From an optimization exercise on the open Yosys and OpenROAD flow, aimed at small area; shortcuts taken in it are not production practice.
At most, simulation tests tie the RTL to the original design; equivalence was not proved.

==> try-quartz <==
==> flow/design.v <==
package thumb_isa_pkg;
	typedef logic [16-1:0] instr_t;                
	typedef logic [$clog2(8)-1:0] reg_idx_t;     
	typedef logic [32-1:0] imm_t;                  
	typedef enum logic [4:0] {
		CMD_MOV_I8,    
		CMD_ADD_REG,   
		CMD_SUB_REG,   
		CMD_ADD_I3,    
		CMD_SUB_I3,    
		CMD_ADD_I8,    
		CMD_SUB_I8,    
		CMD_LSL_I5,    
		CMD_LSR_I5,    
		CMD_ASR_I5,    
		CMD_AND,       
		CMD_EOR,       
		CMD_ORR,       
		CMD_MUL,       
		CMD_BIC,       
		CMD_MVN,       
		CMD_STR,       
		CMD_LDR,       
		CMD_STRB,      
		CMD_LDRB,      
		CMD_STRH,      
		CMD_LDRH,      
		CMD_UNDEF
	} cmd_e;
endpackage
package thumb_core_pkg;
	typedef logic [32-1:0] word_t;    
	typedef logic [32-1:0] addr_t;    
	typedef enum logic [3:0] {
		ALU_ADD,
		ALU_SUB,
		ALU_AND,
		ALU_EOR,
		ALU_ORR,
		ALU_BIC,
		ALU_MVN,
		ALU_MOV,
		ALU_LSL,
		ALU_LSR,
		ALU_ASR,
		ALU_MUL
	} alu_op_e;
	typedef enum logic [1:0] {
		SIZE_BYTE = 2'd0,
		SIZE_HALF = 2'd1,
		SIZE_WORD = 2'd2
	} mem_size_e;
	typedef enum logic {
		WB_ALU,
		WB_MEM
	} wb_sel_e;
	typedef enum logic [2:0] {
		ST_IDLE,
		ST_FETCH,
		ST_DECODE,
		ST_EXEC,
		ST_MEM,
		ST_WB
	} seq_state_e;
endpackage
`timescale 1ns/1ps
module thumb_core (
	input  logic        clk,
	input  logic        rst,
	output logic [31:0] prog_addr,
	input  logic [31:0] prog_data,
	output logic [31:0] mem_addr,
	output logic [31:0] mem_wdata,
	output logic [1:0]  mem_size,
	output logic        mem_we,
	input  logic [31:0] mem_rdata
);
	logic [4:0]  ph;
	logic        rot2;
	logic [31:1] pc;
	logic        c;
	logic        mb;
	logic [31:1] mar;
	logic        a31;
	logic [31:0] p;
	logic [31:0] r0, r1, r2, r3, r4, r5, r6, r7;
	logic [15:0] ins;
	assign ins = pc[1] ? prog_data[31:16] : prog_data[15:0];
	logic [2:0] ra, rb, rd;
	logic [1:0] msize;
	logic d_shift, d_load, d_store, d_mem, d_as3, d_i8, dp_mul, lsl, shr, asr;
	logic tworot, we1, sub, inva, a_zero, use_imm, b_zero, lg_and, lg_or, arith;
	tc_dec u_dec (
		.ins(ins), .ra(ra), .rb(rb), .rd(rd), .msize(msize),
		.d_shift(d_shift), .d_load(d_load), .d_store(d_store), .d_mem(d_mem),
		.d_as3(d_as3), .d_i8(d_i8), .dp_mul(dp_mul), .lsl(lsl), .shr(shr), .asr(asr),
		.tworot(tworot), .we1(we1), .sub(sub), .inva(inva), .a_zero(a_zero),
		.use_imm(use_imm), .b_zero(b_zero), .lg_and(lg_and), .lg_or(lg_or), .arith(arith)
	);
	logic [7:0] bit0, bit1;
	assign bit0 = {r7[0], r6[0], r5[0], r4[0], r3[0], r2[0], r1[0], r0[0]};
	assign bit1 = {r7[1], r6[1], r5[1], r4[1], r3[1], r2[1], r1[1], r0[1]};
	logic a_bit, b_bit, b_next;
	tc_mux8 u_rda (.v(bit0), .i(ra), .o(a_bit));
	tc_mux8 u_rdb (.v(bit0), .i(rb), .o(b_bit));
	tc_mux8 u_rdn (.v(bit1), .i(rb), .o(b_next));
	logic imm_bit;
	tc_imm u_imm (
		.ins(ins), .ph(ph), .d_mem(d_mem), .d_as3(d_as3), .d_i8(d_i8),
		.imm_bit(imm_bit)
	);
	logic ph0, ph31;
	assign ph0  = (ph == 5'd0);
	assign ph31 = (ph == 5'd31);
	logic aa, bb, cin, s_sum, s_cout, alu_out;
	assign aa      = (a_bit ^ inva) && !a_zero;
	assign bb      = (use_imm ? imm_bit : (!b_zero && b_bit)) ^ sub;
	assign cin     = ph0 ? sub : c;
	assign s_sum   = aa ^ bb ^ cin;
	assign s_cout  = (aa & bb) | (aa & cin) | (bb & cin);
	assign alu_out = lg_and ? s_cout : (lg_or ? (s_sum | s_cout) : s_sum);
	logic [31:0] maddr, psum;
	assign maddr = {a31, mar};
	tc_padd u_padd (.p(p), .maddr(maddr), .mb(mb), .psum(psum));
	logic [4:0] lidx;
	logic       sh_bit, ld_raw, ld_bit, w2_bit;
	logic       ld_ok;
	tc_lidx u_lidx (.ph(ph), .a(maddr[1:0]), .msize(msize), .lidx(lidx), .ok(ld_ok));
	tc_mux32 u_shtap (.v(p), .i(ins[10:6]), .o(sh_bit));
	tc_mux32 u_ldtap (.v(mem_rdata), .i(lidx), .o(ld_raw));
	assign ld_bit = ld_raw && ld_ok;
	assign w2_bit = d_load ? ld_bit : (shr ? sh_bit : psum[0]);
	logic       wbit;
	logic [7:0] wsel;
	assign wbit = rot2 ? w2_bit : alu_out;
	tc_wdec u_wdec (.we(rot2 || we1), .rd(rd), .wsel(wsel));
	always_ff @(posedge clk) begin
		r0 <= {wsel[0] ? wbit : r0[0], r0[31:1]};
		r1 <= {wsel[1] ? wbit : r1[0], r1[31:1]};
		r2 <= {wsel[2] ? wbit : r2[0], r2[31:1]};
		r3 <= {wsel[3] ? wbit : r3[0], r3[31:1]};
		r4 <= {wsel[4] ? wbit : r4[0], r4[31:1]};
		r5 <= {wsel[5] ? wbit : r5[0], r5[31:1]};
		r6 <= {wsel[6] ? wbit : r6[0], r6[31:1]};
		r7 <= {wsel[7] ? wbit : r7[0], r7[31:1]};
	end
	logic last, rot2_next;
	logic [4:0] ph_inc;
	assign ph_inc    = ph + 5'd1;
	assign last      = ph31 && (rot2 || !tworot);
	assign rot2_next = ph31 ? (!rot2 && tworot) : rot2;
	logic [31:1] pc_inc;
	tc_pcinc u_pcinc (.pc(pc), .last(last), .pc_inc(pc_inc));
	always_ff @(posedge clk or posedge rst) begin
		if (rst) begin
			ph   <= 5'd0;
			rot2 <= 1'b0;
			pc   <= '0;
		end else begin
			ph   <= ph_inc;
			rot2 <= rot2_next;
			pc   <= pc_inc;
		end
	end
	logic st_cyc;
	assign st_cyc = !rot2 && ph31;
	always_ff @(posedge clk) begin
		c  <= s_cout && arith;
		mb <= rot2_next && (dp_mul ? b_next : (lsl && (ph_inc == ins[10:6])));
		if (!rot2 && !ph31) mar <= {alu_out, mar[31:2]};
		if (st_cyc) a31 <= alu_out;
		p  <= {rot2 ? (asr && p[31]) : ((d_store && b_bit) || (shr && a_bit)), psum[31:1]};
	end
	assign prog_addr = {pc[31:2], 2'b00};  
	assign mem_addr  = {st_cyc ? alu_out : a31, mar};
	assign mem_wdata = {b_bit, p[31:1]};
	assign mem_size  = msize;
	assign mem_we    = st_cyc && d_store;
endmodule
module tc_dec (
	input  logic [15:0] ins,
	output logic [2:0]  ra, rb, rd,
	output logic [1:0]  msize,    
	output logic        d_shift, d_load, d_store, d_mem, d_as3, d_i8, dp_mul,
	output logic        lsl, shr, asr,
	output logic        tworot,   
	output logic        we1,      
	output logic        sub, inva, a_zero, use_imm, b_zero, lg_and, lg_or, arith
);
	logic [4:0] op5;
	logic d_mov8, d_sub8, d_dp, dp_and, dp_eor, dp_orr, dp_bic, dp_mvn, dp_ok;
	assign op5     = ins[15:11];
	assign d_shift = (op5[4:2] == 3'b000) && (op5[1:0] != 2'b11);
	assign lsl     = d_shift && (op5[1:0] == 2'b00);
	assign shr     = d_shift && (op5[1:0] != 2'b00);
	assign asr     = d_shift && op5[1];
	assign d_as3   = (op5 == 5'b00011);
	assign d_mov8  = (op5 == 5'b00100);
	assign d_sub8  = (op5 == 5'b00111);
	assign d_i8    = d_mov8 || (op5 == 5'b00110) || d_sub8;
	assign d_dp    = (ins[15:10] == 6'b010000);
	assign dp_and  = d_dp && (ins[9:6] == 4'b0000);
	assign dp_eor  = d_dp && (ins[9:6] == 4'b0001);
	assign dp_orr  = d_dp && (ins[9:6] == 4'b1100);
	assign dp_mul  = d_dp && (ins[9:6] == 4'b1101);
	assign dp_bic  = d_dp && (ins[9:6] == 4'b1110);
	assign dp_mvn  = d_dp && (ins[9:6] == 4'b1111);
	assign dp_ok   = dp_and || dp_eor || dp_orr || dp_bic || dp_mvn;
	assign d_mem   = (op5[4:2] == 3'b011) || (op5[4:1] == 4'b1000);
	assign d_load  = d_mem && ins[11];
	assign d_store = d_mem && !ins[11];
	assign msize   = ins[15] ? 2'd1 : (ins[12] ? 2'd0 : 2'd2);
	assign tworot  = d_shift || dp_mul || d_load;
	assign we1     = d_as3 || d_i8 || dp_ok;
	assign sub     = (d_as3 && ins[9]) || d_sub8;
	assign inva    = dp_bic || dp_mvn;
	assign a_zero  = d_mov8;
	assign use_imm = (d_as3 && ins[10]) || d_i8 || d_mem;
	assign b_zero  = d_shift || dp_mul || dp_mvn;
	assign lg_and  = dp_and || dp_bic;
	assign lg_or   = dp_orr || dp_mvn;
	assign arith   = !(lg_and || dp_eor || lg_or);
	assign ra = d_i8 ? ins[10:8] : ins[5:3];
	assign rb = d_as3 ? ins[8:6] : ins[2:0];
	assign rd = d_i8 ? ins[10:8] : ins[2:0];
endmodule
module tc_imm (
	input  logic [15:0] ins,
	input  logic [4:0]  ph,
	input  logic        d_mem, d_as3, d_i8,
	output logic        imm_bit
);
	logic       kok, imm5_bit;
	logic [2:0] sc, kk;
	assign sc  = d_mem ? {1'b0, !ins[15] && !ins[12], ins[15]} : 3'd0;
	assign kk  = ph[2:0] - sc;
	assign kok = (ph[2:0] >= sc) && (kk < (d_as3 ? 3'd3 : 3'd5));
	always_comb begin
		case (kk)
			3'd0:    imm5_bit = ins[6];
			3'd1:    imm5_bit = ins[7];
			3'd2:    imm5_bit = ins[8];
			3'd3:    imm5_bit = ins[9];
			default: imm5_bit = ins[10];
		endcase
	end
	assign imm_bit = (ph[4:3] == 2'b00) && (d_i8 ? ins[ph[2:0]] : (kok && imm5_bit));
endmodule
module tc_padd (input logic [31:0] p, input logic [31:0] maddr, input logic mb, output logic [31:0] psum);
	logic [31:0] padd;
	logic [32:0] pc_ch;
	assign padd = mb ? maddr : 32'd0;
	always_comb begin
		pc_ch[0] = 1'b0;
		for (int i = 0; i < 32; i++) begin
			psum[i]    = p[i] ^ padd[i] ^ pc_ch[i];
			pc_ch[i+1] = (p[i] & padd[i]) | (p[i] & pc_ch[i]) | (padd[i] & pc_ch[i]);
		end
	end
endmodule
module tc_pcinc (input logic [31:1] pc, input logic last, output logic [31:1] pc_inc);
	logic [31:1] inc_c;
	always_comb begin
		inc_c[1] = last;
		for (int i = 1; i < 31; i++) inc_c[i+1] = inc_c[i] & pc[i];
		for (int i = 1; i < 32; i++) pc_inc[i] = pc[i] ^ inc_c[i];
	end
endmodule
module tc_lidx (
	input  logic [4:0] ph,
	input  logic [1:0] a,
	input  logic [1:0] msize,
	output logic [4:0] lidx,
	output logic       ok
);
	always_comb begin
		case (msize)
			2'd0:    lidx = {ph[4:3] + a, ph[2:0]};
			2'd1:    lidx = {ph[4] ^ a[1], ph[3:0]};
			default: lidx = ph;
		endcase
	end
	assign ok = (msize == 2'd0) ? (ph[4:3] == 2'b00) : (msize == 2'd1) ? !ph[4] : 1'b1;
endmodule
module tc_wdec (input logic we, input logic [2:0] rd, output logic [7:0] wsel);
	always_comb begin
		for (int i = 0; i < 8; i++) wsel[i] = we && (rd == 3'(i));
	end
endmodule
module tc_mux2 (input logic a, input logic b, input logic s, output logic o);
	assign o = s ? b : a;
endmodule
module tc_mux4 (input logic [3:0] v, input logic [1:0] i, output logic o);
	assign o = v[i];
endmodule
module tc_mux8 (input logic [7:0] v, input logic [2:0] i, output logic o);
	logic [1:0] m;
	tc_mux4 u0 (.v(v[3:0]), .i(i[1:0]), .o(m[0]));
	tc_mux4 u1 (.v(v[7:4]), .i(i[1:0]), .o(m[1]));
	tc_mux2 u2 (.a(m[0]), .b(m[1]), .s(i[2]), .o(o));
endmodule
module tc_mux32 (input logic [31:0] v, input logic [4:0] i, output logic o);
	logic [7:0] m;
	for (genvar k = 0; k < 8; k++) begin : g_l1
		tc_mux4 u (.v(v[4*k+3:4*k]), .i(i[1:0]), .o(m[k]));
	end
	tc_mux8 u_l2 (.v(m), .i(i[4:2]), .o(o));
endmodule
==> flow/flow/run.sh <==
#!/bin/bash
# Standard ORFS layout; only the port buffers use the smallest buffer cell.
set -euo pipefail
export BUFFER_PORTS_ARGS="-buffer_cell sky130_fd_sc_hd__buf_1"
bash standard.sh > standard_flow.log 2>&1
==> flow/standard.sh <==
#!/bin/bash
# synth_recipe.tcl (not shown) runs the flow's synth.tcl, then flattens the netlist and writes it again
# the make line also repeats each setting of config.mk as NAME=value (left out here)
make -C /OpenROAD-flow-scripts/flow DESIGN_CONFIG=/design/flow/config.mk WORK_HOME=/design/flow/orfs CLKGATE_MAP_FILE= SYNTH_SCRIPT=/design/flow/synth_recipe.tcl "${@:-finish}"
==> flow/config.mk <==
export PLATFORM = sky130hd
export DESIGN_NAME = thumb_core
export DESIGN_NICKNAME = thumb_core
export VERILOG_FILES = /design/flow/design.v
export SDC_FILE = /design/flow/constraint.sdc
export NUM_CORES = 4
export LEC_CHECK = 0
export CAP_MARGIN = 20
export CORE_MARGIN = 2
export CORE_UTILIZATION = 65
export CTS_BUF_LIST = sky130_fd_sc_hd__clkbuf_8
export CTS_CLUSTER_DIAMETER = 60
export CTS_CLUSTER_SIZE = 16
export PLACE_DENSITY = 0.75
export SLEW_MARGIN = 20
export SYNTH_HIERARCHICAL = 1
==> flow/constraint.sdc <==
create_clock -name core_clock -period 12.0 [get_ports {clk}]
set_input_delay 2.4000 -clock core_clock [delete_from_list [all_inputs] [get_ports {clk}]]
set_output_delay 2.4000 -clock core_clock [all_outputs]
set_load 0.01 [all_outputs]
==> try-amber (differences from try-quartz) <==
--- a/flow/design.v
+++ b/flow/design.v
@@ -248,14 +248,15 @@
 endmodule
 module tc_padd (input logic [31:0] p, input logic [31:0] maddr, input logic mb, output logic [31:0] psum);
 	logic [31:0] padd;
-	logic [32:0] pc_ch;
+	logic [31:0] pc_ch;
 	assign padd = mb ? maddr : 32'd0;
 	always_comb begin
 		pc_ch[0] = 1'b0;
-		for (int i = 0; i < 32; i++) begin
+		for (int i = 0; i < 31; i++) begin
 			psum[i]    = p[i] ^ padd[i] ^ pc_ch[i];
 			pc_ch[i+1] = (p[i] & padd[i]) | (p[i] & pc_ch[i]) | (padd[i] & pc_ch[i]);
 		end
+		psum[31] = p[31] ^ padd[31];
 	end
 endmodule
 module tc_pcinc (input logic [31:1] pc, input logic last, output logic [31:1] pc_inc);
--- a/flow/config.mk
+++ b/flow/config.mk
@@ -7,10 +7,10 @@
 export LEC_CHECK = 0
 export CAP_MARGIN = 20
 export CORE_MARGIN = 2
-export CORE_UTILIZATION = 65
+export CORE_UTILIZATION = 80
 export CTS_BUF_LIST = sky130_fd_sc_hd__clkbuf_8
 export CTS_CLUSTER_DIAMETER = 60
-export CTS_CLUSTER_SIZE = 16
-export PLACE_DENSITY = 0.75
+export CTS_CLUSTER_SIZE = 18
+export PLACE_DENSITY = 0.88
 export SLEW_MARGIN = 20
 export SYNTH_HIERARCHICAL = 1
==> qor summary <==
metric                                                                   try-quartz                          try-amber
Multiplexer fraction of the synthesized cell area                           0.09469                            0.09480
Post-synthesis share of cell area spent on and, or, nand and nor gates      0.05930                            0.05915
Area fraction in compound gates after synthesis                             0.01937                            0.01939
Starting density of the core                                                 0.6662                             0.8256
Seq/Total Area, Yosys                                                        0.6644                             0.6652
Post-synth ARST share                                                        0.1031                             0.1031
Status                                             no timing/DRC/antenna violations             stopped before the end
Stage where the flow stopped                                                      -  detailed placement (3_5_place_dp)
Port bufs                                                                       162                                162
Adder-cell share of the synthesized area                                    0.09761                            0.09599
Height of the die                                                          137.4 um                           124.2 um
Synth area leader                                                           dfxtp_1                            dfxtp_1
Fraction of synthesized cell area taken by the top area cell type            0.5038                             0.5044
Post-synth EDFFs                                                                 31                                 31
Die outline width                                                          137.4 um                           124.2 um
Number of distinct standard cells referenced by the synthesized netlist          60                                 60
Number of top-level pins                                                        165                                165
RD Place Congestion                                                          0.8633                             0.8374
Yosys reg bits                                                                  359                                359
Site Rows                                                                        48                                 43
Predominant post-synthesis flop cell                                        dfxtp_1                            dfxtp_1
Post-Synthesis Mean Instance Area                                        15.46 um^2                         15.44 um^2
Number of instances in the synthesized netlist                                  748                                748
Xor and xnor fraction of the mapped netlist area                            0.01060                            0.01138
Area of the mapped netlist                                               11560 um^2                         11550 um^2
Synth Warn #                                                                     12                                 12
No functional check of the RTL was part of try-quartz.

afterwards: timing with drivers on the ports:
Ports are ideal in the flow. The routed layout listed here was re-timed in OpenROAD.
Step 1 assumes that a clkbuf_16 drives the clock port and a buf_2 every other input.
Step 2 times the ports against the registers' clock, not the clock port: input delays grow and output delays shrink by t, the midpoint of the rising clock arrivals with the driver on.
a / b / c = ideal / step 1 / step 2; a / b = the first two.
run: try-quartz
shift t [ns]: 0.588
slack for setup (ns): 0.109 / 0.109 / 0.109
hold WS [ns]: 0.318 / 0.318 / 0.318
After both steps setup and hold are still met in try-quartz. The setup slack of try-quartz moves by 0.000 ns with the drivers and by 0.000 ns with both steps.
